From an optimization exercise on the open Yosys and OpenROAD flow, aimed at small area; shortcuts taken in it are not production practice.
In this exercise RTL edits were held to simulation tests only and were not proved equivalent to the original.
Power figures rest on the tool's default switching activity, not on a simulated workload.

### design/flow/design.v
`timescale 1ns/1ps
module pipeCpu (
    input  logic        clk,
    input  logic        rstN,
    output logic [31:0] pc,
    input  logic [31:0] inst,
    output logic [31:0] dataAddress,
    output logic [31:0] writeMemData,
    output logic        memRead,
    output logic        memWrite,
    input  logic [31:0] readMemData
);
    logic [2:0]  ph;         
    logic        p2;         
    logic [31:2] pcR;
    logic [27:0] aR;         
    logic [27:0] bR;         
    logic        aluC;
    logic        pcC;
    logic        flag;       
    logic [5:0] op;
    logic [5:0] fn;
    logic [4:0] rs;
    logic [4:0] rt;
    logic [4:0] rd;
    assign op = inst[31:26];
    assign fn = inst[5:0];
    assign rs = inst[25:21];
    assign rt = inst[20:16];
    assign rd = inst[15:11];
    logic isR, rAdd, rSub, rAnd, rOr, rSlt;
    logic iAddiu, iOri, iLui, iLw, iSw, iBeq, iBne, iJ, isBr;
    assign isR    = (op == 6'h00);
    assign rAdd   = isR && (fn == 6'h21);
    assign rSub   = isR && (fn == 6'h23);
    assign rAnd   = isR && (fn == 6'h24);
    assign rOr    = isR && (fn == 6'h25);
    assign rSlt   = isR && (fn == 6'h2a);
    assign iAddiu = (op == 6'h09);
    assign iOri   = (op == 6'h0d);
    assign iLui   = (op == 6'h0f);
    assign iLw    = (op == 6'h23);
    assign iSw    = (op == 6'h2b);
    assign iBeq   = (op == 6'h04);
    assign iBne   = (op == 6'h05);
    assign iJ     = (op == 6'h02);
    assign isBr   = iBeq || iBne;
    logic twoPass;
    logic ph0;
    logic ph7;
    logic last;
    assign twoPass = rSlt || iLw || iSw || isBr;
    assign ph0     = (ph == 3'd0);
    assign ph7     = (ph == 3'd7);
    assign last    = ph7 && (p2 || !twoPass);
    logic [31:0] rf [1:31];
    logic [31:0][3:0] bot;
    assign bot[0] = 4'd0;
    genvar g;
    generate
        for (g = 1; g < 32; g++) begin : gBot
            assign bot[g] = rf[g][3:0];
        end
    endgenerate
    logic [3:0] rd1;
    logic [3:0] rd2;
    assign rd1 = bot[rs];
    assign rd2 = bot[rt];
    logic       we;
    logic [4:0] wreg;
    logic [3:0] wdata;
    generate
        for (g = 1; g < 32; g++) begin : gReg
            always_ff @(posedge clk) begin
                rf[g] <= {(we && wreg == g) ? wdata : rf[g][3:0], rf[g][31:4]};
            end
        end
    endgenerate
    logic [3:0] iDig;
    logic [3:0] aOp;
    logic [3:0] bSrc;
    logic [3:0] bOp;
    logic       sub;
    logic       cin;
    logic [4:0] sum;
    logic [3:0] alu;
    logic       lt;
    logic [2:0] dIdx;
    logic [3:0] instDig;
    logic [1:0] ePrev;
    assign dIdx    = {ph[2] && !iLui, ph[1:0]};
    assign instDig = inst[{dIdx, 2'b00} +: 4];
    always_comb begin
        if (iLui)                iDig = ph[2] ? instDig : 4'd0;
        else if (iJ || !ph[2])   iDig = instDig;
        else if (iOri)           iDig = 4'd0;
        else                     iDig = {4{inst[15]}};
    end
    assign aOp  = iLui ? 4'd0 : rd1;
    assign bSrc = isR ? rd2 : iDig;
    assign sub  = rSub || rSlt;
    assign bOp  = sub ? ~bSrc : bSrc;
    assign cin  = ph0 ? sub : aluC;
    assign sum  = {1'b0, aOp} + {1'b0, bOp} + {4'd0, cin};
    assign lt   = (aOp[3] ^ bSrc[3]) ? aOp[3] : sum[3];
    always_comb begin
        if (rAnd)                    alu = aOp & bOp;
        else if (rOr || iOri || iLui) alu = aOp | bOp;
        else                         alu = sum[3:0];
    end
    assign memRead  = iLw && !p2 && ph7;
    assign memWrite = iSw && !p2 && ph7;
    assign wreg = isR ? rd : rt;
    always_comb begin
        if (!p2) begin
            we    = rAdd || rSub || rAnd || rOr || rSlt || iAddiu || iOri || iLui || (iLw && ph7);
            if (iLw)       wdata = readMemData[31:28];
            else if (rSlt) wdata = 4'd0;
            else           wdata = alu;
        end else begin
            we    = (iLw && !ph7) || (rSlt && ph0);
            wdata = rSlt ? {3'd0, flag} : aR[3:0];
        end
    end
    logic [3:0]  xDig;
    logic [3:0]  pcDig;
    logic [31:0] pcFull;
    logic        taken;
    logic [3:0]  xOp;
    logic [4:0]  pcSum;
    logic [3:0]  bIn;
    logic [31:0] bNext;
    assign xDig   = {iDig[1:0], ph0 ? 2'b00 : ePrev};
    assign pcFull = {pcR, 2'b11};
    assign pcDig  = pcFull[{ph, 2'b00} +: 4];
    assign taken  = iBeq ? flag : !flag;
    assign xOp    = (isBr && p2 && taken) ? xDig : 4'd0;
    assign pcSum  = {1'b0, pcDig} + {1'b0, xOp} + {4'd0, ph0 | pcC};
    always_comb begin
        if (iSw && !p2)       bIn = rd2;
        else if (iJ && !ph7)  bIn = xDig;
        else                  bIn = pcSum[3:0];
    end
    assign bNext = {bIn, bR};
    always_ff @(posedge clk or negedge rstN) begin
        if (!rstN) begin
            ph  <= 3'd0;
            p2  <= 1'b0;
        end else begin
            ph <= ph + 3'd1;
            if (ph7) p2 <= twoPass && !p2;
        end
    end
    always_ff @(posedge clk) begin
        if (!rstN)     pcR <= '0;
        else if (last) pcR <= bNext[31:2];
    end
    always_ff @(posedge clk) begin
        aluC <= sum[4];
        pcC  <= pcSum[4];
        bR   <= bNext[31:4];
        ePrev <= iDig[3:2];
        aR   <= memRead ? readMemData[27:0] : {alu, aR[27:4]};
        if (!p2) begin
            if (isBr)     flag <= (ph0 || flag) && (rd1 == rd2);
            else if (ph7) flag <= lt;
        end
    end
    assign pc           = {pcR, 2'b00};
    assign dataAddress  = {alu, aR};
    assign writeMemData = {rd2, bR};
endmodule
### design/flow/flow/run.sh
#!/bin/bash
# Standard ORFS layout, with the port buffers made of the smallest buffer cell.
set -euo pipefail
export BUFFER_PORTS_ARGS="-buffer_cell sky130_fd_sc_hd__buf_1"
bash standard.sh > standard_make.log 2>&1
### design/flow/standard.sh
#!/bin/bash
# synth_recipe.tcl (not shown) runs the flow's synth.tcl, then flattens the netlist and writes it again
# the make line also repeats each setting of config.mk as NAME=value (left out here)
make -C /OpenROAD-flow-scripts/flow DESIGN_CONFIG=/design/flow/config.mk WORK_HOME=/design/flow/orfs CLKGATE_MAP_FILE= SYNTH_SCRIPT=/design/flow/synth_recipe.tcl "${@:-finish}"
### design/flow/config.mk
export PLATFORM = sky130hd
export DESIGN_NAME = pipeCpu
export DESIGN_NICKNAME = pipeCpu
export VERILOG_FILES = /design/flow/design.v
export SDC_FILE = /design/flow/constraint.sdc
export NUM_CORES = 4
export LEC_CHECK = 0
export CAP_MARGIN = 20
export CORE_MARGIN = 2
export CORE_UTILIZATION = 40
export CTS_BUF_LIST = sky130_fd_sc_hd__clkbuf_16
export CTS_CLUSTER_DIAMETER = 100
export CTS_CLUSTER_SIZE = 30
export PLACE_DENSITY = 0.6
export SLEW_MARGIN = 20
### design/flow/constraint.sdc
create_clock -name core_clock -period 10.0 [get_ports {clk}]
set_input_delay 2.0000 -clock core_clock [delete_from_list [all_inputs] [get_ports {clk}]]
set_output_delay 2.0000 -clock core_clock [all_outputs]
set_load 0.01 [all_outputs]
==> run notes <==
## cells by family after synthesis
kind of cell,count (synthesis),share of synthesized area [%]
xor+xnor,13,0.396
buf+inv,95,1.68
mux,232,11.4
flops,1087,75.8
compound gates,141,3.45
fa+ha+maj,19,0.922
simple gates,341,6.37
other cells,1,0.0130
## layout make-up
class	count	area [sq um]	share of cell area, %
flip-flops and latches	1087	21800	69.1
multi-input cells	748	6530	20.7
well taps	950	1190	3.77
clock buffers	45	1130	3.57
repair buffers	175	714	2.27
inverters	27	101	0.321
clock inverters	7	77.6	0.246
diodes	4	10.0	0.0317
## how the worst max path moves through the flow
stage	slack, ns	from	depth (start not counted)	end
after detailed placement	1.55	inst[16]	15	dataAddress[31]
after global placement	1.62	inst[16]	15	dataAddress[31]
after CTS	1.56	inst[16]	15	dataAddress[31]
after global routing	1.22	inst[16]	15	dataAddress[31]
after floorplan	2.84	inst[16]	15	dataAddress[31]
final	1.55	inst[16]	15	dataAddress[31]
## power breakdown
group | switching [mW] | total (mW) | leakage (nW) | internal, mW
Sequential | 0.0460 | 4.47 | 8.80 | 4.42
Combinational | 0.237 | 0.347 | 2.88 | 0.110
Clock | 1.21 | 2.04 | 0.602 | 0.828
Total | 1.50 | 6.86 | 12.3 | 5.36
## metal layers
layer / GRT usage, % / share of wire [%] / vias to the layer above
li1: - / - / 6754
met1: 20.7 / 46 / 6897
met2: 25.7 / 46 / 322
met3: 2.57 / 4.6 / 90
met4: 5.99 / 3.1 / 6
met5: 0 / 0.069 / -
## state kept, by name, summed over array words and instances (netlist names)
signal / count
aR: 28
aluC: 1
bR: 28
ePrev: 2
flag: 1
p2: 1
pcC: 1
pcR: 30
ph: 3
rf: 992
## through the flow
stage	cells	setup slack (ns)
after global placement	2987	1.62
after floorplan	1930	2.84
after detailed placement	2987	1.55
final	3043	1.55
after CTS	3039	1.56
after global routing	3040	1.22
## placed cells by master, fill, tap and decap left out, drive strengths merged, types with 3 or more instances in the layout
cell type / netlist / routed
nand3: 13 / 13
nor2: 62 / 62
mux2i: 18 / 18
clkbuf: 39 / 48
or2: 10 / 10
xor2: 5 / 5
and3: 9 / 9
clkinv: 1 / 3
a21o: 5 / 5
nor3b: 10 / 10
a22oi: 5 / 5
nor4: 4 / 4
dfxtp: 1082 / 1082
a211oi: 6 / 6
nor3: 14 / 14
nand2b: 9 / 9
fa: 4 / 4
dfrtp: 4 / 4
nand4: 6 / 6
and2b: 6 / 6
a21oi: 48 / 48
o22ai: 8 / 8
diode: 0 / 4
inv: 26 / 31
o221ai: 4 / 4
mux4: 57 / 57
ha: 14 / 14
mux2: 157 / 157
a221oi: 6 / 6
a311oi: 4 / 4
buf: 29 / 172
nor2b: 14 / 14
o211ai: 5 / 5
xnor2: 8 / 8
o21a: 4 / 4
o21ai: 23 / 23
nand2: 169 / 169
## worst max-delay path, cell delays in order
cell and delay [ns]:
clkbuf_2 0.76, buf_4 0.40, mux2_2 0.36, o221ai_1 0.20, nor2_1 0.06, nor3_1 0.60, xor2_1 0.14, o21a_1 0.25
fa_1 0.42, a21o_1 0.17, a21oi_1 0.17, xor2_1 0.28, o22ai_1 0.15, or2_2 0.32, buf_1 0.15
==> run notes <==
Outcome
The run finished with no timing, DRC or antenna violations.

Clock network
The clock passes through at most 3 buffers. The quantity of gates resized following cts is 0. The number of hold buffers added after CTS was 0.

The maximum level of the CTS H-tree is 2. Buffers inserted during clock tree synthesis total 43. CTS saw 1087 sinks. The clock latency of the later-clocked register in the worst-skew pair is 0.62 ns. CTS placed an instance of clkbuf_16 at the clock tree root. TritonCTS built the clock tree.

After clock tree synthesis, the clock-pin slew on the worst setup and hold paths is ~0.11 ns. The number of buffers inserted to repair setup after CTS is 0.

GRT
The maximum number of pins on one net before global-route repair is 38. The number of antenna violations at the first check in global routing is 4. The first-pass GRT wire length is 86.8 mm. The sum of overflow across all layers after global routing is 0. The via count of the first global-routing pass is 14000.

The global routing usage summed across all routing layers is ~16%.

Finish
The post-route netlist has 16.3% of its cells at a drive strength greater than 1. The summed area of non-filler cells in the final layout is 31500 sq um. The layout has 6426 filler cells. The area added between synthesis and finish is 9.67%. The final core area utilization is about 44%.

The total number of nets in the final design is 2166.

Synthesis
The average cell area after synthesis is 14.9 sq um. The number of register bits inferred by synthesis is 1087. The post-synthesis instance area is 28800 sq um. Counting flops with a built-in enable in the synthesized netlist gives 1. The count of synthesis-stage warnings from yosys is 2. The sequential fraction of the synthesis area is 75.8%. The synthesized netlist cell count is 1929. Ranked by total cell area, the synthesized netlist is headed by dfxtp_1 75%, mux2_2 5.9%, mux4_2 3.5%.

The top cell type by total area after synthesis is dfxtp_1. The proportion of netlist area held by the largest area contributor is between 70% and 80%. After synthesis, the share of flip-flops with an asynchronous set or reset is less than 1%.

Counting instances in the post-synthesis netlist gives the leading cell types as 1082 x dfxtp_1, 168 x nand2_1, 150 x mux2_2. The number of distinct library cell variants in the gate-level netlist after synthesis is 90. The predominant post-synthesis flop cell is dfxtp_1.

The most common cell in the synthesized netlist is dfxtp_1.

Floorplanning
For this configuration, the core starts out at a cell density of 40.3%. After floorplanning, the core was divided into 98 placement rows. The die is 272 um wide.

For this design the top-level I/O count stands at between 150 and 200. The area enclosed by the die boundary is around 74000 sq um. The total area inside the core boundary comes to 71400 sq um. Measured along the y axis, the die boundary spans 272 um.

Worst setup path
Measured in cells, the most critical reg-to-reg path has a length of 16. STA classifies the critical path startpoint as an input port. The worst setup path is captured at an output port. The critical path is of the input port to output port type. The capture instance of the worst register-to-register path is rf[31][31]$_DFF_P_. STA puts the critical path data arrival time at 6.45 ns. The worst register-to-register path begins at ph[0]$_DFF_PN0_.

STA puts the critical path data required time at 8.00 ns. Setup slack on the worst reg-to-reg path comes out at 5.25 ns. Along the worst path, the maximum fanout reaches 31.

Detailed routing
In this run the remaining antenna-violating nets after routing total 0. Wires add up to ~58 mm. The via count normalized by instance count is between 4 and 5. After detailed routing, the number of remaining DRC violations is 0. For this block, the initial DRC count from the detailed router was about 900. The pre-antenna-repair detailed-routing pass consisted of 5 iterations. Summing over every cut layer, the via total after detailed routing is 14100. Dividing the detail-routed wire length by the instance count gives between 15 and 20 um.

Timing
The actual transition at the worst max-transition pin is between 1 and 1.5 ns. The final critical delay including setup and external delays is 8.45 ns. Headroom to the max-slew limit came out at 29.8%. The share of the cycle needed by the critical path after routing is a little over four fifths. The final max-slew violation count came to 0.

Setup violations remaining at the end of the flow were counted as 0. Setup repair after global routing left no endpoint under its margin. Across all hold checks on the routed design, the worst slack comes to 0.320 ns. In the final timing run, aggregate negative setup slack is 0 ns. For the final database, setup skew stands at around 0.034 ns.

Static timing analysis puts the maximum clock frequency at 0.118 GHz. The final number of hold-violating endpoints is 0.

Hold path
In this run the worst hold path is classified as flop to flop. In this run the most critical hold path is launched from rf[1][7]$_DFF_P_. The cell depth of the worst min-delay path is 0. For hold timing, the worst endpoint is rf[1][3]$_DFF_P_.

Power
Power spread over the standard cell area amounts to 217 nW/um^2. The maximum VDD drop is 0.000140 V. Summed over all cells, the static leakage comes to 12.3 nW. The design draws about 7 mW.

Placement
The last weighted congestion value of the routability-driven placer is 0.935. The post-detailed-placement cell area is 30300 sq um. The port buffer count is 161. The wire-length estimate of the detail-placed layout is between 40 and 50 mm.

Flow run
Max-cap violations in this run came to 0.

[what the ideal ports hide]
The results above use ideal ports. As a check the final layout listed here was re-extracted and re-timed, cells and wires unchanged.
Step 1: set_driving_cell puts a clkbuf_16 on clk and a buf_2 on each other input, an assumption about the parent block.
Step 2 also shifts input and output timing later by t, the mid clock arrival at the registers, as if the neighbouring blocks saw the same clock.
Three values: ideal ports, drivers, drivers and shift; two values: the first two.
t, ns: 0.663
slack for setup (ns): 1.547 / 1.442 / 1.442
hold slack, ns: 0.320 / 0.320 / 0.320
pins driven straight from the clock port: 1
After both steps setup and hold are still met in this run. The setup slack of this run moves by -0.105 ns with the drivers and by -0.105 ns with both steps.
